Context: an optimization exercise on an open-source flow, tuned for small area, a short achievable clock period and few clock cycles per item. The choices shown serve that exercise and are no tape-out recipe. Only simulation tests tie the RTL to the original design; equivalence was not proved. Power is estimated from default activity; no workload was simulated.

==> config.mk <==
export PLATFORM = sky130hd
export DESIGN_NAME = process_slice_scheduler
export DESIGN_NICKNAME = process_slice_scheduler
export VERILOG_FILES = /design/flow/design.v
export SDC_FILE = /design/flow/constraint.sdc
export NUM_CORES = 4
export LEC_CHECK = 0
export CAP_MARGIN = 20
export CORE_MARGIN = 2
export CORE_UTILIZATION = 40
export SETUP_SLACK_MARGIN = 3.5
export SLEW_MARGIN = 20
export SYNTH_HIERARCHICAL = 1
==> run.sh <==
#!/bin/bash
# synth_recipe.tcl (not shown) runs the flow's synth.tcl, then flattens the netlist and writes it again
# the make line also repeats each setting of config.mk as NAME=value (left out here)
make -C /OpenROAD-flow-scripts/flow DESIGN_CONFIG=/design/flow/config.mk WORK_HOME=/design/flow/orfs CLKGATE_MAP_FILE= SYNTH_SCRIPT=/design/flow/synth_recipe.tcl finish
==> constraint.sdc <==
create_clock -name core_clock -period 11.0 [get_ports {clk}]
set_input_delay 2.2000 -clock core_clock [delete_from_list [all_inputs] [get_ports {clk}]]
set_output_delay 2.2000 -clock core_clock [all_outputs]
set_load 0.01 [all_outputs]
==> design.v <==
`default_nettype none
package pss_pkg;
  localparam int DEF_MAX_PROCS = 8;
  localparam int REQ_W   = 2;
  localparam int ARR_W   = 16;
  localparam int BURST_W = 12;
  localparam int PRIO_W  = 8;
  localparam int TIME_W  = 17;
  localparam int STAT_W  = 2;
  localparam int IDX_W   = 3;
  localparam int MODE_W  = 3;
  localparam int QNT_W   = 12;
  localparam int CFG_W   = 1;
  localparam int CFG_D_W = 12;
  localparam logic [TIME_W-1:0] TIME_LIMIT = 17'h1FFFF;
  localparam logic [PRIO_W-1:0] PRIO_MIN   = 8'h80;
  localparam logic [REQ_W-1:0] REQ_LOAD  = 2'd0;
  localparam logic [REQ_W-1:0] REQ_STEP  = 2'd1;
  localparam logic [REQ_W-1:0] REQ_CLEAR = 2'd2;
  localparam logic [STAT_W-1:0] ST_SLICE = 2'd0;
  localparam logic [STAT_W-1:0] ST_OK    = 2'd1;
  localparam logic [STAT_W-1:0] ST_FULL  = 2'd2;
  localparam logic [STAT_W-1:0] ST_DONE  = 2'd3;
  localparam logic [MODE_W-1:0] MODE_FCFS  = 3'd0;
  localparam logic [MODE_W-1:0] MODE_SJF   = 3'd1;
  localparam logic [MODE_W-1:0] MODE_SRTF  = 3'd2;
  localparam logic [MODE_W-1:0] MODE_RR    = 3'd3;
  localparam logic [MODE_W-1:0] MODE_SPRIO = 3'd4;
  localparam logic [MODE_W-1:0] MODE_DPRIO = 3'd5;
  localparam logic [CFG_W-1:0] REG_MODE    = 1'd0;
  localparam logic [CFG_W-1:0] REG_QUANTUM = 1'd1;
  typedef struct packed {
    logic accept;
    logic load;
    logic clear;
    logic none_left;
    logic scan_start;
    logic scan1;
    logic decide;
    logic scan2;
    logic update;
  } pss_cmd_t;
  typedef struct packed {
    logic [REQ_W-1:0] req_type;
    logic             empty;
    logic             last;
    logic             any_left;
  } pss_stat_t;
endpackage
`default_nettype wire
`default_nettype none
module pss_add #(
  parameter int WA = 17,
  parameter int WB = 17
) (
  input  wire logic [WA-1:0] a,
  input  wire logic [WB-1:0] b,
  input  wire logic          cin,
  output logic [WA:0]        s
);
  logic [WA-1:0] bb, p, g, gg, pp;
  logic [WA:0]   c;
  always_comb begin
    bb = '0;
    bb[WB-1:0] = b;
    p  = a ^ bb;
    g  = a & bb;
    gg = g;
    pp = p;
    gg[0] = g[0] | (p[0] & cin);
    for (int st = 1; st < WA; st = st * 2) begin
      for (int k = 0; k < WA; k++) begin
        if ((k / st) % 2 == 1) begin
          gg[k] = gg[k] | (pp[k] & gg[(k / st) * st - 1]);
          pp[k] = pp[k] & pp[(k / st) * st - 1];
        end
      end
    end
    c[0] = cin;
    for (int k = 0; k < WA; k++) c[k + 1] = gg[k];
    s = {c[WA], p ^ c[WA-1:0]};
  end
endmodule
module pss_cmp #(
  parameter int W = 17
) (
  input  wire logic [W-1:0] a,
  input  wire logic [W-1:0] b,
  output logic              lt,
  output logic              gt
);
  logic [31:0] l, g;
  always_comb begin
    l = '0;
    g = '0;
    l[W-1:0] = ~a & b;
    g[W-1:0] = a & ~b;
    for (int st = 1; st < 32; st = st * 2) begin
      for (int k = 0; k + st < 32; k = k + 2 * st) begin
        l[k] = l[k + st] | (~g[k + st] & l[k]);
        g[k] = g[k + st] | (~l[k + st] & g[k]);
      end
    end
    lt = l[0];
    gt = g[0];
  end
endmodule
module pss_result (
  input  wire logic [16:0] now,
  input  wire logic [15:0] arr_o,
  input  wire logic [11:0] bur_o,
  input  wire logic        comp,
  output logic [16:0]      ta,
  output logic [16:0]      wt
);
  logic [17:0] ta_s, wt_s;
  pss_add #(.WA(17), .WB(17)) u_ta (.a(now), .b(~{1'b0, arr_o}), .cin(1'b1), .s(ta_s));
  pss_add #(.WA(17), .WB(17)) u_wt (.a(ta_s[16:0]), .b(~{5'd0, bur_o}), .cin(1'b1), .s(wt_s));
  assign ta = comp ? ta_s[16:0] : '0;
  assign wt = (comp && wt_s[17]) ? wt_s[16:0] : '0;
endmodule
`default_nettype wire
`default_nettype none
module process_slice_scheduler #(
  parameter int MAX_PROCS = pss_pkg::DEF_MAX_PROCS
) (
  input  wire logic                        clk,
  input  wire logic                        rst,
  input  wire logic                        req_valid,
  output logic                             req_ready,
  input  wire logic [pss_pkg::REQ_W-1:0]   req_type,
  input  wire logic [pss_pkg::ARR_W-1:0]   req_arrival,
  input  wire logic [pss_pkg::BURST_W-1:0] req_burst,
  input  wire logic [pss_pkg::PRIO_W-1:0]  req_priority,
  output logic                             res_valid,
  input  wire logic                        res_ready,
  output logic [pss_pkg::STAT_W-1:0]       res_status,
  output logic [pss_pkg::IDX_W-1:0]        res_proc_index,
  output logic [pss_pkg::TIME_W-1:0]       res_start_time,
  output logic [pss_pkg::TIME_W-1:0]       res_end_time,
  output logic                             res_completed,
  output logic [pss_pkg::TIME_W-1:0]       res_turnaround,
  output logic [pss_pkg::TIME_W-1:0]       res_waiting,
  input  wire logic                        cfg_valid,
  output logic                             cfg_ready,
  input  wire logic [pss_pkg::CFG_W-1:0]   cfg_index,
  input  wire logic [pss_pkg::CFG_D_W-1:0] cfg_data
);
  localparam int N = 8;
  function automatic logic [1:0] cmp(input logic [16:0] a, input logic [16:0] b);
    logic [31:0] l, g;
    l = '0;
    g = '0;
    l[16:0] = ~a & b;
    g[16:0] = a & ~b;
    for (int s = 1; s < 32; s = s * 2) begin
      for (int k = 0; k + s < 32; k = k + 2 * s) begin
        l[k] = l[k + s] | (~g[k + s] & l[k]);
        g[k] = g[k + s] | (~l[k + s] & g[k]);
      end
    end
    cmp = {g[0], l[0]};
  endfunction
  function automatic logic lt(input logic [16:0] a, input logic [16:0] b);
    logic [1:0] r;
    r = cmp(a, b);
    lt = r[0];
  endfunction
  function automatic logic gt(input logic [16:0] a, input logic [16:0] b);
    logic [1:0] r;
    r = cmp(a, b);
    gt = r[1];
  endfunction
  function automatic logic [18:0] add(input logic [17:0] a, input logic [17:0] b,
                                      input logic cin);
    logic [17:0] p, g, gg, pp;
    logic [18:0] c;
    p  = a ^ b;
    g  = a & b;
    gg = g;
    pp = p;
    gg[0] = g[0] | (p[0] & cin);
    for (int s = 1; s < 18; s = s * 2) begin
      for (int k = 0; k < 18; k++) begin
        if ((k / s) % 2 == 1) begin
          gg[k] = gg[k] | (pp[k] & gg[(k / s) * s - 1]);
          pp[k] = pp[k] & pp[(k / s) * s - 1];
        end
      end
    end
    c[0] = cin;
    for (int k = 0; k < 18; k++) c[k + 1] = gg[k];
    add = {c[18], p ^ c[17:0]};
  endfunction
  logic [15:0] arr  [N];
  logic [11:0] bur  [N];
  logic [11:0] rem  [N];
  logic [7:0]  prio [N];
  logic [16:0] rq   [N];
  logic [N-1:0] live;             
  logic [N*N-1:0] a_le;           
  logic [N*N-1:0] a_ge;           
  logic [3:0]  count;
  logic [16:0] now;
  logic        k_rem, k_rr, k_prio, preempt, dprio;
  logic [11:0] q;                 
  logic        o_valid;
  logic [1:0]  o_status;
  logic [2:0]  o_idx;
  logic [16:0] o_start;
  logic        o_comp;
  logic fire;
  assign req_ready = !o_valid || res_ready;
  assign fire      = req_valid && req_ready && !rst;
  assign cfg_ready = 1'b1;
  wire is_load  = (req_type == pss_pkg::REQ_LOAD);
  wire is_step  = (req_type == pss_pkg::REQ_STEP);
  wire is_clear = (req_type == pss_pkg::REQ_CLEAR);
  logic [N-1:0] le_now, is_e, cand, wf, wg, w;
  logic [16:0]  key [N];
  logic         anyle, anylive, generic;
  logic [15:0]  earliest;
  logic [16:0]  now_eff;
  logic [11:0]  rem_w;
  logic [7:0]   prio_w;
  logic [2:0]   idx_w;
  logic         gtq, pre;
  logic [18:0]  sum_r, sum_q, rem_d;
  logic [17:0]  sum;
  logic [16:0]  end_t;
  logic [15:0]  arr_m  [N];
  logic [11:0]  rem_m  [N];
  logic [7:0]   prio_m [N];
  logic [2:0]   idx_m  [N];
  logic [1:0]   a_cmp_new [N];
  wire do_load = fire && is_load && !count[3];
  wire do_step = fire && is_step && anylive;
  genvar i, j;
  for (i = 0; i < N; i++) begin : g_ent
    logic [N-1:0] e_ok, g_ok;
    assign le_now[i] = !gt({1'b0, arr[i]}, now);
    assign key[i] = k_rr   ? rq[i] :
                    k_rem  ? {5'd0, rem[i]} :
                    k_prio ? {9'd0, prio[i] ^ 8'h7F} : 17'd0;
    assign a_cmp_new[i] = cmp({1'b0, arr[i]}, {1'b0, req_arrival});
    for (j = 0; j < N; j++) begin : g_pair
      if (j < i) begin : g_lo
        assign e_ok[j] = !live[j] | a_ge[j*N+i];
        assign g_ok[j] = !cand[j] | lt(key[i], key[j]);
      end else if (j > i) begin : g_hi
        assign e_ok[j] = !live[j] | a_le[i*N+j];
        assign g_ok[j] = !cand[j] | !gt(key[i], key[j]);
        always_ff @(posedge clk) begin
          if (do_load && count[2:0] == 3'(j)) begin
            a_le[i*N+j] <= !a_cmp_new[i][1];
            a_ge[i*N+j] <= !a_cmp_new[i][0];
          end
        end
      end else begin : g_eq
        assign e_ok[j] = 1'b1;
        assign g_ok[j] = 1'b1;
      end
    end
    assign is_e[i] = live[i] & (&e_ok);
    assign cand[i] = live[i] & (le_now[i] | is_e[i]);
    assign wg[i]   = cand[i] & (&g_ok);
    if (i == 0) begin : g_f0
      assign wf[i] = is_e[i];
    end else begin : g_fn
      assign wf[i] = is_e[i] & ~(|is_e[i-1:0]);
    end
    assign w[i] = generic ? wg[i] : wf[i];
    assign arr_m[i]  = is_e[i] ? arr[i] : 16'd0;
    assign rem_m[i]  = w[i] ? rem[i]  : 12'd0;
    assign prio_m[i] = w[i] ? prio[i] : 8'd0;
    assign idx_m[i]  = w[i] ? 3'(i)   : 3'd0;
  end
  assign generic  = k_rr | k_rem | k_prio;
  assign anylive  = |live;
  assign anyle    = |(live & le_now);
  assign earliest = arr_m[0] | arr_m[1] | arr_m[2] | arr_m[3] | arr_m[4] | arr_m[5] | arr_m[6] | arr_m[7];
  assign rem_w    = rem_m[0] | rem_m[1] | rem_m[2] | rem_m[3] | rem_m[4] | rem_m[5] | rem_m[6] | rem_m[7];
  assign prio_w   = prio_m[0] | prio_m[1] | prio_m[2] | prio_m[3] | prio_m[4] | prio_m[5] | prio_m[6] | prio_m[7];
  assign idx_w    = idx_m[0] | idx_m[1] | idx_m[2] | idx_m[3] | idx_m[4] | idx_m[5] | idx_m[6] | idx_m[7];
  assign now_eff  = anyle ? now : {1'b0, earliest};
  assign gtq   = gt({5'd0, rem_w}, {5'd0, q});
  assign pre   = preempt & gtq;
  assign sum_r = add({1'b0, now_eff}, {6'd0, rem_w}, 1'b0);
  assign sum_q = add({1'b0, now_eff}, {6'd0, q}, 1'b0);
  assign sum   = pre ? sum_q[17:0] : sum_r[17:0];
  assign end_t = sum[17] ? 17'h1FFFF : sum[16:0];
  assign rem_d = add({6'd0, rem_w}, {6'd0, ~q}, 1'b1);
  logic [11:0] wd_rem;
  logic [16:0] wd_rq;
  logic [7:0]  wd_prio;
  assign wd_rem  = is_load ? req_burst : rem_d[11:0];
  assign wd_rq   = is_load ? {1'b0, req_arrival} : end_t;
  assign wd_prio = is_load ? req_priority : prio_w - 8'd1;
  wire step_rq   = pre && k_rr;
  wire step_prio = pre && dprio && prio_w != 8'h80;
  always_ff @(posedge clk) begin
    for (int k = 0; k < N; k++) begin
      if (do_load && count[2:0] == 3'(k)) begin
        arr[k] <= req_arrival;
        bur[k] <= req_burst;
      end
      if ((do_load && count[2:0] == 3'(k)) || (do_step && w[k])) rem[k] <= wd_rem;
      if ((do_load && count[2:0] == 3'(k)) || (do_step && w[k] && step_rq)) rq[k] <= wd_rq;
      if ((do_load && count[2:0] == 3'(k)) || (do_step && w[k] && step_prio)) prio[k] <= wd_prio;
    end
  end
  always_ff @(posedge clk) begin
    if (rst) begin
      live    <= '0;
      count   <= '0;
      now     <= '0;
      k_rem   <= 1'b0;
      k_rr    <= 1'b0;
      k_prio  <= 1'b0;
      preempt <= 1'b0;
      dprio   <= 1'b0;
      q       <= 12'd1;
      o_valid <= 1'b0;
    end else begin
      if (cfg_valid) begin
        if (cfg_index == pss_pkg::REG_MODE) begin
          k_rem   <= cfg_data[2:0] == 3'd1 || cfg_data[2:0] == 3'd2;
          k_rr    <= cfg_data[2:0] == 3'd3;
          k_prio  <= cfg_data[2:0] == 3'd4 || cfg_data[2:0] == 3'd5;
          preempt <= cfg_data[2:0] == 3'd2 || cfg_data[2:0] == 3'd3 || cfg_data[2:0] == 3'd5;
          dprio   <= cfg_data[2:0] == 3'd5;
        end else begin
          q <= (cfg_data == '0) ? 12'd1 : cfg_data;
        end
      end
      if (res_ready) o_valid <= 1'b0;
      if (fire && req_type != 2'd3) begin
        o_valid  <= 1'b1;
        o_idx    <= '0;
        o_start  <= '0;
        o_comp   <= 1'b0;
        if (is_load) begin
          o_status <= count[3] ? pss_pkg::ST_FULL : pss_pkg::ST_OK;
          if (!count[3]) begin
            live[count[2:0]] <= 1'b1;
            count <= count + 4'd1;
          end
        end else if (is_clear) begin
          o_status <= pss_pkg::ST_OK;
          live  <= '0;
          count <= '0;
          now   <= '0;
        end else if (!anylive) begin
          o_status <= pss_pkg::ST_DONE;
        end else begin
          o_status <= pss_pkg::ST_SLICE;
          o_idx    <= idx_w;
          o_start  <= now_eff;
          o_comp   <= !pre;
          now      <= end_t;
          if (!pre) live <= live & ~w;
        end
      end
    end
  end
  logic [16:0] res_ta, res_wt;
  pss_result u_res (
    .now   (now),
    .arr_o (arr[o_idx]),
    .bur_o (bur[o_idx]),
    .comp  (o_comp),
    .ta    (res_ta),
    .wt    (res_wt)
  );
  assign res_valid      = o_valid;
  assign res_status     = o_status;
  assign res_proc_index = o_idx;
  assign res_start_time = o_start;
  assign res_end_time   = (o_status == pss_pkg::ST_SLICE) ? now : '0;
  assign res_completed  = o_comp;
  assign res_turnaround = res_ta;
  assign res_waiting    = res_wt;
endmodule
`default_nettype wire
==> results of run 1 <==
cells in the final DEF, fill, tap and decap left out, drive strengths merged, types with 29 or more instances in the layout:
cell and count:
clkinv 29, clkdlybuf4s50 112, a211oi 59, o21a 31
maj3 175, mux2i 32, nor3b 34, nor3 76
nand3 74, or3b 29, o21ai 327, o22a 34
nand2 356, a222oi 42, buf 345, a221oi 67
a22oi 183, nand2b 127, inv 278, a21o 91
nor2b 196, o211ai 60, o221ai 29, o31ai 42
o22ai 191, edfxtp 599, a31oi 66, nor2 294
ha 85, dfxtp 47, a22o 43, clkbuf 98
and2 33, a21oi 439
through the flow:
| step | area (um2) | hold slack, ps | worst slack (ps) | cells | utilization (%) |
|---|---|---|---|---|---|
| floorplan | 46900 | 470 | 3510 | 5032 | - |
| global placement | 49900 | 508 | 1030 | 6495 | 42.9 |
| detailed placement | 49900 | 507 | 886 | 6495 | 42.9 |
| CTS | 54000 | 514 | 2700 | 6707 | 46.5 |
| global route | 55800 | 535 | 2510 | 6810 | 48.0 |
| finish | 55800 | 518 | 2680 | 6815 | 48.0 |
registers in the layout (all words and copies together), names as in the netlist, 12 cells and up:
register,flops
a_ge,28
a_le,28
arr,128
bur,96
now,17
o_start,17
prio,64
q,12
rem,96
rq,136
critical path: stages, from the launching register on:
cell and delay (ps):
sky130_fd_sc_hd__edfxtp_1 510, sky130_fd_sc_hd__buf_12 210, sky130_fd_sc_hd__mux4_2 540, sky130_fd_sc_hd__mux2_2 310, sky130_fd_sc_hd__inv_2 140, sky130_fd_sc_hd__ha_1 320
sky130_fd_sc_hd__a21oi_2 190, sky130_fd_sc_hd__nand2_1 140, sky130_fd_sc_hd__o21a_1 240, sky130_fd_sc_hd__buf_4 130, sky130_fd_sc_hd__buf_4 140, sky130_fd_sc_hd__a21o_1 170
sky130_fd_sc_hd__a21oi_1 190, sky130_fd_sc_hd__xnor2_1 150, sky130_fd_sc_hd__ha_1 370, sky130_fd_sc_hd__and4_1 200, sky130_fd_sc_hd__o21ai_2 70, sky130_fd_sc_hd__a31oi_2 170
sky130_fd_sc_hd__a311oi_2 140, sky130_fd_sc_hd__o21ba_2 230, sky130_fd_sc_hd__fa_2 380, sky130_fd_sc_hd__clkinvlp_4 110, sky130_fd_sc_hd__buf_6 110, sky130_fd_sc_hd__and3_4 180
sky130_fd_sc_hd__buf_6 100
routing by layer:
layer | vias up | part of all wire [%] | routed length [um]
met4 | 10 | 8.9 | 21100
li1 | 19800 | - | -
met3 | 947 | 12 | 27700
met1 | 22900 | 36 | 86000
met5 | - | 0.050 | 119
met2 | 3764 | 43 | 103000
timing repair:
item                       4_1_cts  5_1_grt
hold buffers                     0        0
setup endpoints to repair      503      363
buffers inserted                72       98
pin swaps                       46       75
gates resized for setup        295      222
hold endpoints to repair         0        0
gates cloned                     7        4
layout make-up:
type,instances,area (um2)
fill,11000,60400
antenna,5,12.5
timing repair buffer,465,4430
inverter,292,1160
timing repair inverter,3,21.3
clock buffer,94,2040
clock inverter,39,414
multi-input combinational,3747,26900
tap,1524,1910
sequential,646,18900
path summary, 6_finish.rpt:
| path | start | slack [ps] | end | cells after the start |
|---|---|---|---|---|
| max | o_idx[0] | 2680 | res_waiting[13] | 24 |
| max reg2reg | k_rem | 3500 | rq[1][9] | 32 |
| min reg2reg | q[5] | 520 | q[5] | 2 |
| min | q[5] | 520 | q[5] | 2 |
power breakdown:
group / switching, mW / internal, mW / total, mW
clock network: 1.10 / 1.47 / 2.57
registers: 0.0134 / 2.72 / 2.73
logic: 0.622 / 0.340 / 0.962
total: 1.73 / 4.52 / 6.26
==> reports/summary.md, run 1 <==
The first global-routing pass estimated 329000 um of wire. The category of the critical setup timing path was register to output port. The logs give 47.4k for the total via count after detailed routing and 172000 um for the half-perimeter wire length after placement. The critical path capture point type was an output port. The final routed wirelength across all metal layers was 238000 um; the clock input transition at the sequential cells of the worst setup and hold paths was 60 ps. After layout, the design draws a total of 6.26 mW.

The number of pins exceeding their max-slew limit in the final report is 0. The tools report the via count of the first global-routing pass as 43.8k. For the number of detailed-route iterations in the first pass, the log shows 9. The tool flagged a number of max-cap violations equal to 0. The number of buffer cells added on primary ports was 131; the number of top-level design ports was 133. The peak fanout along the critical path was 11. Class of the most critical hold timing path: register to register. After detailed routing, the average wire length per cell comes to 34.9 um. A synthesized cell averages 9.33 um2. The flow ran to the end and the layout has no timing, DRC or antenna violations. The maximum number of pins on one net before global-route repair is 66, and the area of the mapped netlist is 46900 um2. In the routed design, unresolved DRC markers number 0.

The congestion estimate from routability-driven global placement came to 1.08. TritonCTS built the clock tree. The run gives 12.1% as the worst slew margin relative to its limit.

The run gives 8 as the number of antenna violations at the first check in global routing. The leftover overflow at the end of global routing is 0, and the die height is 346 um. Timing would allow up to 120 MHz. Global routing consumed, on the met1 layer, 47.2% of the routing resources. For the CTS sink count, the log shows 646. The smallest clock period supported by the final layout is computed as 8320 ps.

The die covers 120000 um2. The die is 346 um wide. Setup total negative slack on the finished layout was measured at 0 ps. Dividing the detail-routed via count by the number of cells gives 6.96.

Global routing consumed, on the met3 layer, 8.95% of the routing resources. At the pin with the least slew margin, the transition time is 1310 ps. The logs give 37.9% for the combined global-route utilization of all metal layers and 0 for the number of failing setup endpoints in the final timing report.

For the gate count after technology mapping, the log shows 5025. For the worst IR drop on VDD, the log shows 114 uV. The final number of hold-violating endpoints is 0, and the ratio of cells with drive above 1 in the final layout is 17.0%. Relative to the synthesized area, the layout overhead comes to 19.1%. In this run the static leakage power is 19.5 nW.

The run gives 3 as the maximum root-to-sink buffer count. The worst setup path is launched from a register. The clock arrives with 41.3 ps of skew. The number of DRC markers in iteration 0 was 7695. Number of nets in the layout: 5395. The buffer type at the clock tree root was sky130_fd_sc_hd__clkbuf_16. Setup repair after global routing could not meet its margin everywhere. The H-tree generated during clock tree synthesis spans 3 levels. The run gives 125 as the count of standard-cell rows.

For the met2 layer usage reported by global route, the log shows 58.2%. The count of synthesis-stage warnings from yosys was 30; the worst path arrival time was 6120 ps. Once the floorplan was initialized, standard cells occupied 40.3% of the core. For the endpoint required time on the critical path, the log shows 8800 ps. For the worst-skew pair, the clock arrives at the later sink with an insertion delay of 680 ps. The core region is 116000 um2. The ratio of total power to cell area was 112 nW/um2. The most used routing layer in global routing is met2. The number of clock buffers added by TritonCTS is 75. For the antenna violation net count after detailed routing, the log shows 0.

The ratio of final minimum period to clock period was 75.6%.
Testbench counts, summed over its fixed seeds: cycles 8,560, requests 8,496.
==> run 2, diff against run 1 <==
--- a/design.v
+++ b/design.v
@@ -113,11 +113,18 @@
   output logic [16:0]      ta,
   output logic [16:0]      wt
 );
-  logic [17:0] ta_s, wt_s;
+  logic [17:0] ta_s;
+  logic [17:0] x, y, z, cs_s, cs_c;
+  logic [18:0] wt_s;
   pss_add #(.WA(17), .WB(17)) u_ta (.a(now), .b(~{1'b0, arr_o}), .cin(1'b1), .s(ta_s));
-  pss_add #(.WA(17), .WB(17)) u_wt (.a(ta_s[16:0]), .b(~{5'd0, bur_o}), .cin(1'b1), .s(wt_s));
+  assign x    = {1'b0, now};
+  assign y    = ~{2'd0, arr_o};
+  assign z    = ~{6'd0, bur_o};
+  assign cs_s = x ^ y ^ z;
+  assign cs_c = (x & y) | (x & z) | (y & z);
+  pss_add #(.WA(18), .WB(18)) u_wt (.a(cs_s), .b({cs_c[16:0], 1'b1}), .cin(1'b1), .s(wt_s));
   assign ta = comp ? ta_s[16:0] : '0;
-  assign wt = (comp && wt_s[17]) ? wt_s[16:0] : '0;
+  assign wt = (comp && !wt_s[17]) ? wt_s[16:0] : '0;
 endmodule
 `default_nettype wire
 `default_nettype none
==> reports/summary.md, run 2 <==
The share of total power in the clock network is 41.2% (+0.2 points). The tools report the worst clock skew as 82.5 ps (+41.2 ps). The category of the critical setup timing path is register to register. The maximum number of pins on one net before global-route repair was 58 (-12%). TritonCTS built the clock tree. The peak fanout along the critical path works out to 22 (+11). The worst setup path is captured at a register. The worst IR drop on VDD was 106 uV (-6.5%). The worst hold path begins at q[5]. For the total via count after detailed routing, the log shows 48.7k (+2.6%). The run finished with no timing, DRC or antenna violations. The ratio of final minimum period to clock period came out at 69.8% (-5.8 points). The DRC violation count after routing was 0 (unchanged).

The number of antenna violations at the first check in global routing is 6 (-2). CTS placed an instance of sky130_fd_sc_hd__clkbuf_16 at the clock tree root. The standard cell core area came out at 118000 um2 (+1.3%). The register containing the most flip-flops in the final layout is rq. The total chip power is 6.55 mW (+4.6%).

The tools report the number of detailed-route iterations in the first pass as 10 (+1). The number of instances on the worst hold path is 2 (unchanged), and the standard cell area after detailed placement is 50200 um2 (+0.67%). The via count of the first global-routing pass was 44.8k (+2.2%); the horizontal die dimension was 348 um (+0.47%). The tools report the worst slew margin relative to its limit as 19.2% (+7.1 points). For the H-tree depth, the log shows 3 (unchanged). The routed length per placed instance is 35.8 um (+2.4%), and the number of top-level design ports is 133 (unchanged). The count of synthesis-stage warnings from yosys was 31 (+3.3%).

Final routed wirelength across all metal layers: 250000 um (+5.0%). The antenna violation net count after detailed routing was 0 (unchanged). The tools report the initial cell density of the core as 40.2% (-0.16 points). The number of buffer cells added on primary ports came out at 131 (unchanged). The setup slack of the most critical reg-to-reg path was 3320 ps (-180 ps); the clock input transition at the sequential cells of the worst setup and hold paths was 60 ps (about the same). The combined global-route utilization of all metal layers was 39.2% (+1.3 points); the number of standard cells in the layout, taps in and fillers out was 6983 (+2.5%). The count of placed standard cells including taps is 6543 (+0.74%), and the gate count after technology mapping is 5066 (+0.82%). The tools report the area of the mapped netlist as 47300 um2 (+0.94%).

For the final instance area, the log shows 58700 um2 (+5.2%). The ratio of cells with drive above 1 in the final layout is 20.9% (+3.8 points). The tools report the final number of hold-violating endpoints as 0 (unchanged).

In the final layout, the registers with the most flip-flops are rq (136), arr (128). Final critical delay including setup and external delays: 7680 ps (-641 ps). The fraction of power spent switching nets was 28.7% (+1.0 points); the detailed-route vias per instance was 6.97 (+0.17%). The area added between synthesis and finish works out to 24.1%. In this run the critical register-to-register path is captured at rq[4][12]. The insertion delay to the later sink of the worst-skew pair is 710 ps (+30 ps). Slew at the pin with the worst max-slew slack: 1200 ps (-111 ps). On the critical path, the stage with the largest delay is an instance of sky130_fd_sc_hd__a311oi_1. The count of standard-cell rows came out at 126 (+0.80%).

The net switching power came out at 1.88 mW (+8.5%). The run gives 0 (unchanged) as the number of pins exceeding their max-slew limit in the final report. The ratio of total power to cell area works out to 111 nW/um2 (-0.58%).

Setup repair after global routing could not meet its margin everywhere. The hold-fix buffer count after cts came out at 0 (unchanged). The number of nets in the layout was 5559 (+3.0%); the floorplan die area was 121000 um2 (+0.93%). The logs give 175000 um (+1.7%) for the half-perimeter wire length after placement and 340000 um (+3.5%) for the global-route wire length before repair. The mean cell area of the mapped netlist was 9.34 um2 (+0.13%). The endpoint required time on the critical path came out at 11420 ps (+2620 ps). The endpoint with the worst hold slack is q[5]. The die height was 348 um (+0.47%); the setup TNS was 0 ps (unchanged).

The relative contribution of combinational cells to total power was 17.0% (+1.6 points); the maximum operating frequency was 130 MHz (+8.3%). Class of the most critical hold timing path: register to register. The leakage power is 21.0 nW (+7.4%), and the final RePlAce weighted congestion is 1.09 (+0.47%).

The worst path arrival time is 8100 ps (+1980 ps), and the number of max-cap violations is 0 (unchanged). The worst-case reg-to-reg path depth works out to 34 (+6.3%). STA classifies the critical path startpoint as a register.

The logs give 0 (unchanged) for the number of failing setup endpoints in the final timing report and 3 (unchanged) for the maximum root-to-sink buffer count. For the total clock buffers created by CTS, the log shows 78 (+4.0%). The tools report the number of DRC markers in iteration 0 as 7776 (+1.1%). In the layout the commonest cells are 599 x sky130_fd_sc_hd__edfxtp_1, 376 x sky130_fd_sc_hd__a21oi_1, 358 x sky130_fd_sc_hd__nand2_1. Leaving out fill and tap cells, the most frequent cell in the layout is sky130_fd_sc_hd__edfxtp_1. The largest stage delay on the critical path was 790 ps (+250 ps); the flip-flop count of the largest register, all copies and words added was 136 (unchanged). The worst reg2reg path startpoint was k_rr.

The share of power burned in registers is 41.7% (-1.9 points), and the leftover overflow at the end of global routing is 0 (unchanged). The cell-internal power came out at 4.66 mW (+3.1%). Among the stages of the critical path, the cell type that occurs most often is sky130_fd_sc_hd__buf_12. The CTS sink count is 646 (unchanged).
[run 2: final cells by class]
type                            instances  area (um2)
Timing Repair Buffer                  577        5860
Inverter                              283        1110
Multi-Input combinational cell       3791       28200
Clock inverter                         51         617
Tap cell                             1536        1920
Fill cell                           10800       59000
Sequential cell                       646       19000
Clock buffer                           92        2030
Antenna cell                            7        17.5
[run 2: power by group through the flow]
stage                     sequential (mW)  clock [mW]  combinational, mW
after floorplan                      2.78           0              0.511
after global placement               2.79           0              0.881
after detailed placement             2.79           0              0.879
after CTS                            2.73        2.71              0.987
after global routing                 2.73        2.80               1.15
final                                2.73        2.70               1.11
[run 2: how the worst max path moves through the flow]
stage / cells past startpoint / endpoint / start
after global routing: 36 / rq[4][12] / k_rem
after global placement: 31 / rq[4][14] / k_prio
after CTS: 21 / res_waiting[7] / o_idx[2]
after detailed placement: 33 / rq[5][14] / k_prio
final: 34 / rq[4][12] / k_rr
after floorplan: 35 / rq[0][10] / now[1]
[run 2: critical path, delay by kind of cell (launching register included)]
kind            cells  cell delay, ps
compound gates     13            2550
flops               1             380
simple gates        9            1710
mux                 1             230
fa+ha+maj           3            1080
buf+inv             8            1400
[run 2: routing by layer]
layer	wire [um]	track usage, %	share of wire [%]	vias to the layer above
met2	108000	60.2	43	3783
li1	-	-	-	20300
met1	90000	48.7	36	23700
met5	29	0	0.012	-
met4	23100	27.8	9.2	4
met3	28700	8.94	11	943
[run 2: what timing repair did]
item                                   in CTS  in global routing
gates resized for setup                   426                314
pin swaps                                  50                124
setup buffers                             111                147
gates cloned                               15                 16
setup endpoints to repair                 463                409
endpoints found under the hold margin       0                  0
[run 2: stage by stage]
step / setup slack (ps) / utilization (%) / hold slack, ps
after global placement: 952 / 42.7 / 491
final: 3320 / 49.9 / 507
after floorplan: 3730 / - / 446
after CTS: 3350 / 47.6 / 501
after global routing: 3230 / 49.8 / 538
after detailed placement: 951 / 42.7 / 494
Testbench counts of run 2, summed over its fixed seeds: cycles 8,560, requests 8,496.
==> run 3, diff against run 2 <==
--- a/config.mk
+++ b/config.mk
@@ -7,7 +7,7 @@
 export LEC_CHECK = 0
 export CAP_MARGIN = 20
 export CORE_MARGIN = 2
-export CORE_UTILIZATION = 40
+export CORE_UTILIZATION = 33
 export SETUP_SLACK_MARGIN = 3.5
 export SLEW_MARGIN = 20
 export SYNTH_HIERARCHICAL = 1
==> reports/summary.md, run 3 <==
The run finished with no timing, DRC or antenna violations. The logs give 48.8k (+0.31%) for the total via count after detailed routing and 94 (+62%) for the maximum number of pins on one net before global-route repair. The ratio of total power to cell area was 108 nW/um2 (-2.7%). The critical path ends at rq[7][0]. The detailed-route vias per instance is 6.63 (-4.9%), and the routed length per placed instance is 33.8 um (-5.6%). The ratio of cells with drive above 1 in the final layout works out to 21.9% (+1.1 points). For the cell-internal power, the log shows 4.61 mW (-1.3%).

The category of the critical setup timing path is register to register. STA classifies the critical path endpoint as a register. Half-perimeter wire length after placement: 174000 um (-0.61%). The antenna violation net count after detailed routing is 0 (unchanged).

The most critical setup path has its startpoint at rq[3][12]. Leaving out fill and tap cells, the most frequent cells in the layout are 599 x sky130_fd_sc_hd__edfxtp_1, 376 x sky130_fd_sc_hd__a21oi_1, 370 x sky130_fd_sc_hd__buf_4. The number of top-level design ports was 133 (unchanged); the initial cell density of the core was 33.3% (-6.8 points). The number of detailed-route iterations in the first pass came out at 12 (+2). The number of nets in the layout was 5596 (+0.67%).

Number of failing setup endpoints in the final timing report: 0 (unchanged). For the net switching power, the log shows 1.85 mW (-1.8%). Kind of start point of the critical path: a register.

The mean cell area of the mapped netlist is 9.34 um2 (unchanged), and the area added between synthesis and finish is 25.7%. Number of instances on the worst hold path: 2 (unchanged). The logs give 31.9% (-7.3 points) for the combined global-route utilization of all metal layers and 31 (unchanged) for the count of synthesis-stage warnings from yosys. Highest-delay cell along the critical path: sky130_fd_sc_hd__a2111oi_1.

The peak fanout along the critical path was 12 (-45%). Final RePlAce weighted congestion: 1.08 (-0.68%). The startpoint identified for the worst register-to-register timing path is rq[3][12]. The tools report the CTS sink count as 646 (unchanged). The maximum root-to-sink buffer count came out at 3 (unchanged). The endpoint required time on the critical path was 11340 ps (-80 ps). The number of max-cap violations came out at 0 (unchanged). For the final instance area, the log shows 59500 um2 (+1.3%).

The setup TNS was 0 ps (unchanged); the leftover overflow at the end of global routing was 0 (unchanged). The final routed wirelength across all metal layers was 249000 um (-0.45%). The run gives 40.6 ps (-41.9 ps) as the worst clock skew.

Setup repair after global routing could not meet its margin everywhere. The fraction of power spent switching nets is 28.6% (-0.10 points). The worst slew margin relative to its limit is 18.0% (-1.2 points). The insertion delay to the later sink of the worst-skew pair came out at 710 ps (about the same). The final number of hold-violating endpoints is 0 (unchanged).

For the count of standard-cell rows, the log shows 138 (+9.5%). The ratio of final minimum period to clock period is 70.6% (+0.79 points). For the relative contribution of combinational cells to total power, the log shows 17.1% (about the same). In the final layout, the registers with the most flip-flops are rq (136), arr (128). TritonCTS built the clock tree. The run gives 74 (-5.1%) as the total clock buffers created by CTS. The count of fill cells added during filler insertion was 13.7k (+27%). The number of pins exceeding their max-slew limit in the final report is 0 (unchanged). In this run the worst hold path is classified as register to register. The floorplan die area came out at 146000 um2 (+21%). The setup slack of the most critical reg-to-reg path was 3240 ps (-90 ps); the hold-fix buffer count after cts was 0 (unchanged). The leakage power is 21.2 nW (+0.97%), and the worst-case reg-to-reg path depth is 33 (-2.9%).

The slew at the pin with the worst max-slew slack was 1220 ps (+13.6 ps). The number of antenna violations at the first check in global routing came out at 11 (+5). Share of power burned in registers: 42.3% (+0.6 points).

The tools report the share of total power in the clock network as 40.5% (-0.7 points). The worst register-to-register path ends at rq[7][0]. The register containing the most flip-flops in the final layout is rq. The logic depth of the worst setup path including buffers is 33 (-2.9%).

Among cell families on the critical path, the largest total delay comes from compound AO/OA/AOI/OAI gates. Leaving out fill and tap cells, the most frequent cell in the layout is sky130_fd_sc_hd__edfxtp_1. Flip-flop count of the largest register, all copies and words added: 136 (unchanged). The standard cell area after detailed placement is 50800 um2 (+1.2%). The clock input transition at the sequential cells of the worst setup and hold paths is 60 ps (about the same), and the DRC violation count after routing is 0 (unchanged). The number of buffers and inverters on the critical path is 5 (-3), and the global-route wire length before repair is 339000 um (-0.47%). For the worst IR drop on VDD, the log shows 118 uV (+11%).

The via count of the first global-routing pass was 44.7k (-0.22%); the maximum operating frequency was 129 MHz (-1.1%). The area of the mapped netlist is 47300 um2 (unchanged), and the horizontal die dimension is 383 um (+10%). The number of DRC markers in iteration 0 is 8039 (+3.4%), and the largest stage delay on the critical path is 710 ps (-80 ps).

For the gate count after technology mapping, the log shows 5066 (unchanged). The number of buffer cells added on primary ports came out at 131 (unchanged). The worst path arrival time was 8100 ps (about the same); the H-tree depth was 3 (unchanged). The root buffer cell chosen for the clock tree is sky130_fd_sc_hd__clkbuf_16.

The final critical delay including setup and external delays came out at 7760 ps (+87.1 ps). The standard cell core area is 142000 um2 (+21%). Die height: 383 um (+10%).
-- run 3: power by group through the flow --
stage	clock network, mW	logic (mW)	registers, mW
2_1_floorplan	0	0.511	2.78
3_3_place_gp	0	0.871	2.79
3_5_place_dp	0	0.872	2.79
4_1_cts	2.63	0.980	2.73
5_1_grt	2.72	1.14	2.73
6_report	2.62	1.10	2.73
-- run 3: worst reg2reg max path, delay by kind of cell (launching register included) --
| kind | cells | cell delay (ps) |
|---|---|---|
| compound gates | 17 | 3630 |
| simple gates | 8 | 1380 |
| buf+inv | 5 | 850 |
| fa+ha+maj | 2 | 690 |
| flops | 1 | 620 |
| mux | 1 | 250 |
-- run 3: per-stage QoR --
stage               utilization [%]  total power, mW  hold slack, ps  std cells  setup WS, ps
floorplan                         -             3.29             446       5070          3730
global placement               35.8             3.66             473       6914          1500
detailed placement             35.8             3.66             486       6915          1080
CTS                            39.6             6.34             498       7181          3430
global route                   41.9             6.59             523       7364          3130
finish                         41.9             6.45             500       7365          3240
-- run 3: timing repair --
| item | CTS | global route |
|---|---|---|
| pin swaps | 78 | 111 |
| setup buffers | 115 | 164 |
| gates cloned | 15 | 19 |
| resized for setup | 438 | 357 |
| endpoints found under the setup margin | 464 | 374 |
-- run 3: area by class of cell --
class,count,area (um2),share of cell area (%)
Tap cell,1890,2360,3.98
Clock inverter,45,571,0.959
Multi-Input combinational cell,3790,28400,47.8
Inverter,283,1100,1.85
Clock buffer,91,1950,3.27
Timing Repair Buffer,619,6130,10.3
Antenna cell,1,2.50,0.00421
Sequential cell,646,19000,31.9
-- run 3: worst min path at each step --
stage | to | startpoint | slack [ps]
2_1_floorplan | dprio | dprio | 450
3_3_place_gp | now[16] | now[16] | 470
3_5_place_dp | now[16] | now[16] | 490
6_report | now[16] | now[16] | 500
4_1_cts | now[16] | now[16] | 500
5_1_grt | q[7] | q[7] | 520
-- run 3: routing by layer --
metal	GRT usage (%)	routed length [um]	vias to the layer above
met1	40.5	90500	23700
met4	20.2	21100	12
li1	-	-	20400
met3	7.25	30200	970
met2	48.8	107000	3768
met5	0	100	-
==> run 4, diff against run 3 <==
--- a/config.mk
+++ b/config.mk
@@ -7,7 +7,9 @@
 export LEC_CHECK = 0
 export CAP_MARGIN = 20
 export CORE_MARGIN = 2
-export CORE_UTILIZATION = 33
+export CORE_UTILIZATION = 40
+export CTS_CLUSTER_DIAMETER = 80
+export CTS_CLUSTER_SIZE = 30
 export SETUP_SLACK_MARGIN = 3.5
 export SLEW_MARGIN = 20
 export SYNTH_HIERARCHICAL = 1
==> reports/summary.md, run 4 <==
The leftover overflow at the end of global routing was 0 (unchanged). Class of the most critical hold timing path: register to register. Leaving out fill and tap cells, the most frequent cell in the layout is sky130_fd_sc_hd__edfxtp_1. The tools report the worst hold-check slack as 518 ps (+18.6 ps).

The flip-flop count of the largest register, all copies and words added was 136 (unchanged); the clock input transition at the sequential cells of the worst setup and hold paths was 120 ps (+60 ps). For the count of standard-cell rows, the log shows 126 (-8.7%). Highest-delay cell along the critical path: sky130_fd_sc_hd__nor4b_4. The number of DRC markers in iteration 0 is 7999 (-0.50%). The routed length per placed instance was 36.0 um (+6.5%). For the maximum operating frequency, the log shows 131 MHz (+1.4%).

The logs give 1.09 (+0.69%) for the final RePlAce weighted congestion and 57000 um2 (-4.2%) for the final instance area. The logs give 2 (-1) for the H-tree depth and 0 (unchanged) for the number of pins exceeding their max-slew limit in the final report. Cell with the most instances on the worst path: sky130_fd_sc_hd__buf_12. The tools report the met3 wirelength from detailed routing as 27300 um (-9.5%). The register containing the most flip-flops in the final layout is rq. The maximum root-to-sink buffer count was 3 (unchanged). For the combined global-route utilization of all metal layers, the log shows 39.1% (+7.3 points).

The logs give 104 uV (-12%) for the worst IR drop on VDD and 19.7% (+1.6 points) for the worst slew margin relative to its limit. The DRC violation count after routing is 0 (unchanged). The detailed router used layers up to and including met5. The total via count after detailed routing is 48.3k (-1.2%).

The maximum number of pins on one net before global-route repair was 58 (-38%); the number of antenna violations at the first check in global routing was 6 (-5). For the number of detailed-route iterations in the first pass, the log shows 9 (-3). TritonCTS built the clock tree. The detailed-route vias per instance is 7.04 (+6.1%), and the global-route wire length before repair is 340000 um (+0.43%). The run gives 48.4% (+6.5 points) as the post-route core utilization. Setup repair after global routing could not meet its margin everywhere. The slew at the pin with the worst max-slew slack was 1190 ps (-24.1 ps). The final critical delay including setup and external delays is 7650 ps (-110 ps). Largest stage delay on the critical path: 520 ps (-190 ps).

The logs give 175000 um (+0.61%) for the half-perimeter wire length after placement and 0 (unchanged) for the number of failing setup endpoints in the final timing report. For the insertion delay to the later sink of the worst-skew pair, the log shows 730 ps (+20 ps). The pre-CTS setup slack was 951 ps (-134 ps); the number of nets in the layout was 5466 (-2.3%).

The number of standard cells in the layout, taps in and fillers out came out at 6859 (-6.9%). The standard cell area after detailed placement was 50200 um2 (-1.1%). The ratio of final minimum period to clock period came out at 69.6% (-1.0 points). The tools report the buffer type at the clock tree root as sky130_fd_sc_hd__clkbuf_16. The tools report the count of placed standard cells including taps as 6543 (-5.4%). For the worst path arrival time, the log shows 8090 ps (about the same). The logs give 0 ps (unchanged) for the setup TNS and 107000 um (+0.43%) for the routed wire length on met2. The CTS sink count is 646 (unchanged), and the number of top-level design ports is 133 (unchanged). From synthesis to final layout, the design area changed by 20.4%. The horizontal die dimension works out to 348 um (-9.1%). The mean cell area of the mapped netlist is 9.34 um2 (unchanged), and the total chip power is 5.87 mW (-9.0%). The run gives 0 (unchanged) as the number of max-cap violations. The area of the mapped netlist was 47300 um2 (unchanged). The tools report the initial cell density of the core as 40.2% (+6.8 points).

The flow ran to the end and the layout has no timing, DRC or antenna violations. The number of buffer cells added on primary ports was 131 (unchanged); the worst clock skew was 80.3 ps (+39.7 ps). For the leakage power, the log shows 20.2 nW (-4.8%).

The endpoint required time on the critical path is 11440 ps (+100 ps). The total clock buffers created by CTS is 45 (-39%), and the peak fanout along the critical path is 15 (+3). The final routed wirelength across all metal layers was 247000 um (-0.85%); the standard cell core area was 118000 um2 (-17%). Antenna violation net count after detailed routing: 0 (unchanged). The largest registers in the layout are rq (136), arr (128).

The critical path in this run is classified as register to register. The ratio of total power to cell area was 103 nW/um2 (-5.0%). The die height came out at 348 um (-9.1%).

The worst setup path is captured at a register. For the gate count after technology mapping, the log shows 5066 (unchanged). The count of synthesis-stage warnings from yosys was 31 (unchanged). STA classifies the critical path startpoint as a register.

For the wire length on met1, the log shows 89800 um (-0.82%). In the layout the commonest cells are 599 x sky130_fd_sc_hd__edfxtp_1, 388 x sky130_fd_sc_hd__a21oi_1, 358 x sky130_fd_sc_hd__nand2_1. The final number of hold-violating endpoints is 0 (unchanged).

The ratio of cells with drive above 1 in the final layout was 18.6% (-3.3 points); the slack of the critical path was 3350 ps (+110 ps). The logs give 121000 um2 (-17%) for the floorplan die area and 44.8k (+0.27%) for the via count of the first global-routing pass.
-- run 4: final timing paths --
path                            startpoint        end  slack (ps)  cells past startpoint
worst max register to register        k_rr  rq[5][14]        3350                     34
worst max-delay path                  k_rr  rq[5][14]        3350                     34
worst min register to register        q[2]       q[2]         520                      2
worst min-delay path                  q[2]       q[2]         520                      2
-- run 4: critical path, delay by kind of cell (launching register included) --
| kind | cells | cell delay (ps) |
|---|---|---|
| AOI/OAI and AO/OA | 19 | 3460 |
| adders and majority gates | 2 | 660 |
| buffers and inverters | 7 | 1140 |
| DFF | 1 | 420 |
| muxes | 1 | 220 |
| and+or+nand+nor | 5 | 1430 |
-- run 4: cell type report --
type | instances | area (um2)
Fill cell | 10900 | 60800
Multi-Input combinational cell | 3791 | 27900
Sequential cell | 646 | 19000
Timing Repair Buffer | 517 | 5240
Tap cell | 1536 | 1920
Clock buffer | 49 | 1160
Inverter | 283 | 1110
Clock inverter | 34 | 656
Antenna cell | 3 | 7.51
-- run 4: repair_timing --
action	in CTS	in global routing
endpoints found under the setup margin	463	409
cloned	17	9
buffers inserted	145	58
pin swaps	80	108
resized for setup	514	163
hold buffers	0	0
-- run 4: report_power, final --
part	switching, mW	leakage (nW)	internal, mW
logic	0.690	13.5	0.395
clock network	1.15	0.843	0.904
registers	0.0150	5.81	2.71
-- run 4: metal layers --
metal	vias up	GRT usage (%)
met5	-	0.680
met4	8	27.5
met3	893	8.19
met2	3671	60.5
met1	23600	48.7
li1	20100	-
==> run 5, diff against run 4 <==
--- a/config.mk
+++ b/config.mk
@@ -8,8 +8,7 @@
 export CAP_MARGIN = 20
 export CORE_MARGIN = 2
 export CORE_UTILIZATION = 40
-export CTS_CLUSTER_DIAMETER = 80
-export CTS_CLUSTER_SIZE = 30
-export SETUP_SLACK_MARGIN = 3.5
+export CTS_BUF_LIST = sky130_fd_sc_hd__clkbuf_4 sky130_fd_sc_hd__clkbuf_8
+export SETUP_SLACK_MARGIN = 4.5
 export SLEW_MARGIN = 20
 export SYNTH_HIERARCHICAL = 1
==> reports/summary.md, run 5 <==
The flow ran to the end and the layout has no timing, DRC or antenna violations. The largest stage delay on the critical path works out to 620 ps (+100 ps). The number of buffer cells added on primary ports is 131 (unchanged), and the flip-flop count of the largest register, all copies and words added is 136 (unchanged). The slew at the pin with the worst max-slew slack was 1330 ps (+135 ps).

The maximum number of pins on one net before global-route repair came out at 49 (-16%). CTS placed an instance of sky130_fd_sc_hd__clkbuf_8 at the clock tree root. The routed length per placed instance is 36.3 um (+0.94%), and the ratio of cells with drive above 1 in the final layout is 25.4% (+6.8 points). The run gives 13 (+7) as the number of antenna violations at the first check in global routing.

The tools report the met2 layer usage reported by global route as 62.1% (+1.6 points). The final RePlAce weighted congestion came out at 1.04 (-4.3%). Setup repair after global routing could not meet its margin everywhere. Leaving out fill and tap cells, the most frequent cell in the layout is sky130_fd_sc_hd__edfxtp_1. The area added between synthesis and finish is 28.3%. The endpoint with the worst hold slack is q[11].

The standard cell core area came out at 118000 um2 (unchanged). The slowest stage of the critical path belongs to the cell sky130_fd_sc_hd__a222oi_1. The final number of hold-violating endpoints was 0 (unchanged); the final critical delay including setup and external delays was 7700 ps (+50.5 ps). The total clock buffers created by CTS is 113 (+150%), and the pre-CTS setup slack is 1460 ps (+509 ps).

The register containing the most flip-flops in the final layout was rq. The CTS sink count came out at 646 (unchanged). The worst setup path is of the register to register kind.

The tools report the number of pins exceeding their max-slew limit in the final report as 0 (unchanged). The number of nets in the layout was 5678 (+3.9%); the peak fanout along the critical path was 33 (+18). For the worst path arrival time, the log shows 8230 ps (+140 ps). The H-tree depth was 3 (+1); the mean cell area of the mapped netlist was 9.34 um2 (unchanged). For the via count of the first global-routing pass, the log shows 46.2k (+3.0%). The number of top-level design ports was 133 (unchanged). The hold-fix buffer count after cts is 0 (unchanged), and the half-perimeter wire length after placement is 179000 um (+2.5%). The met3 global-route usage is 10.8% (+2.6 points). The run gives 14 (+5) as the number of detailed-route iterations in the first pass. The startpoint of the tightest hold check path is q[11]. TritonCTS built the clock tree.

The tools report the worst IR drop on VDD as 118 uV (+14%). The count of synthesis-stage warnings from yosys is 31 (unchanged), and the routing usage on met1 is 50.2% (+1.5 points). The ratio of total power to cell area is 106 nW/um2 (+2.9%), and the maximum operating frequency is 130 MHz (-0.66%). Counting stages on the worst path, the most repeated cell is sky130_fd_sc_hd__a21oi_2. The antenna violation net count after detailed routing was 0 (unchanged). The combined global-route utilization of all metal layers is 40.9% (+1.8 points), and the slack of the critical path is 3300 ps (-50.5 ps). The tools report the setup TNS as 0 ps (unchanged). The number of instances on the worst hold path was 2 (unchanged). The worst setup path is captured at a register.

Worst slew margin relative to its limit: 11.5% (-8.2 points). In this run the critical register-to-register path is launched from k_rem. The worst-case reg-to-reg path depth was 34 (unchanged); the clock input transition at the sequential cells of the worst setup and hold paths was 70 ps (-50 ps).

Endpoint required time on the critical path: 11530 ps (+90 ps). For the DRC violation count after routing, the log shows 0 (unchanged). Count of standard-cell rows: 126 (unchanged). The global-route wire length before repair is 355000 um (+4.2%). The library cells used most frequently in the layout, excluding fill and tap cells, are 599 x sky130_fd_sc_hd__edfxtp_1, 376 x sky130_fd_sc_hd__a21oi_1, 366 x sky130_fd_sc_hd__buf_4.

The tools report the floorplan die area as 121000 um2 (unchanged). The horizontal die dimension was 348 um (unchanged). The run gives 40.2% (unchanged) as the initial cell density of the core. Number of max-cap violations: 0 (unchanged). The area of the mapped netlist was 47300 um2 (unchanged); the leakage power was 21.8 nW (+8.1%). The number of failing setup endpoints in the final timing report is 0 (unchanged), and the post-route core utilization is 51.6% (+3.2 points). The maximum root-to-sink buffer count was 3 (unchanged). The detailed-route vias per instance is 7.05 (+0.17%), and the setup slack of the most critical reg-to-reg path is 3300 ps (-50 ps). The die height works out to 348 um (unchanged). The total via count after detailed routing came out at 50.3k (+4.3%). The most used routing layer in global routing is met2. The ratio of final minimum period to clock period is 70.0% (+0.46 points).

The gate count after technology mapping is 5066 (unchanged), and the standard cell area after detailed placement is 50500 um2 (+0.43%). Leftover overflow at the end of global routing: 0 (unchanged). The path class of the tightest hold or removal check is register to register.

In the final layout, the registers with the most flip-flops are rq (136), arr (128). The tools report the reg-to-reg endpoint as rq[5][15]. The worst setup path is launched from a register. Number of DRC markers in iteration 0: 8297 (+3.7%). For the insertion delay to the later sink of the worst-skew pair, the log shows 850 ps (+120 ps). The final routed wirelength across all metal layers is 259000 um (+5.1%). The final instance area is 60700 um2 (+6.6%).

The worst clock skew was 80.3 ps (+0.00600 ps).
-- run 5: worst max path at each step --
stage                   from               to
floorplan               k_rr         rq[0][9]
global placement        k_rr        rq[5][13]
detailed placement    k_prio        rq[5][13]
CTS                 o_idx[0]  res_waiting[16]
global route           k_rem         rq[3][8]
finish                 k_rem        rq[5][15]
-- run 5: cell type report --
type	instances	area, um2
fillers	10600	57000
multi-input cells	3791	29200
flip-flops and latches	646	19000
repair buffers	659	6910
well taps	1536	1920
clock buffers	144	1820
inverters	283	1130
clock inverters	70	716
diodes	11	27.5
repair inverters	2	25.0
-- run 5: repair_timing --
item / in CTS / in global routing
pin swaps: 200 / 125
gates cloned: 29 / 7
setup buffers: 276 / 72
setup endpoints to repair: 549 / 470
resized for setup: 815 / 225
-- run 5: routing by layer --
layer  vias up  share of wire [%]  wire, um
met4         6                9.6     24800
met3      1118                 12     32100
met1     24300                 35     92000
met5         -              0.012        30
met2      4307                 43    110000
li1      20600                  -         -
-- run 5: worst max-delay path, delay by kind of cell, from the launching register on --
family | cells | cell delay (ps)
compound gates | 18 | 3890
mux | 3 | 810
simple gates | 5 | 690
flops | 1 | 420
fa+ha+maj | 2 | 620
buf+inv | 6 | 910
-- run 5: metrics by stage --
stage | power [mW] | std cells | hold slack (ps)
final | 6.44 | 7142 | 518
after global routing | 6.59 | 7134 | 529
after CTS | 6.35 | 7052 | 511
after detailed placement | 3.67 | 6533 | 505
after global placement | 3.67 | 6533 | 492
after floorplan | 3.30 | 5070 | 446
-- run 5: where the power goes --
part / switching, mW / total, mW / internal (mW) / leakage (nW)
Clock: 1.14 / 2.55 / 1.41 / 1.32
Sequential: 0.0160 / 2.73 / 2.72 / 5.81
Combinational: 0.718 / 1.16 / 0.438 / 14.7

static timing again, ports no longer ideal:
How much do the figures lean on ideal ports? The routed layouts below were timed once more, with nothing changed but the port constraints. Step 1: set_driving_cell puts a clkbuf_16 on clk and a buf_2 on each other input, an assumption about the parent block. Step 2 also shifts input and output timing later by t, the mid clock arrival at the registers, as if the neighbouring blocks saw the same clock. Slacks: ideal ports / drivers / drivers and shift; pairs: ideal ports / drivers.
run | shift t [ns] | slack for setup (ns) | hold WS [ns] | latest minus earliest clock arrival (ns)
run 1 | 0.739 | 2.684 / 2.606 / 3.345 | 0.518 / 0.518 / 0.518 | 0.041 / 0.042
run 2 | 0.757 | 3.325 / 3.240 / 3.325 | 0.507 / 0.507 / 0.507 | 0.083 / 0.082
run 3 | 0.779 | 3.238 / 3.238 / 3.238 | 0.500 / 0.500 / 0.500 | 0.041 / 0.040
run 4 | 0.761 | 3.348 / 3.348 / 3.348 | 0.518 / 0.518 / 0.518 | 0.081 / 0.080
run 5 | 0.883 | 3.297 / 3.297 / 3.297 | 0.518 / 0.518 / 0.518 | 0.080 / 0.081
After both steps setup and hold are still met in every run listed.
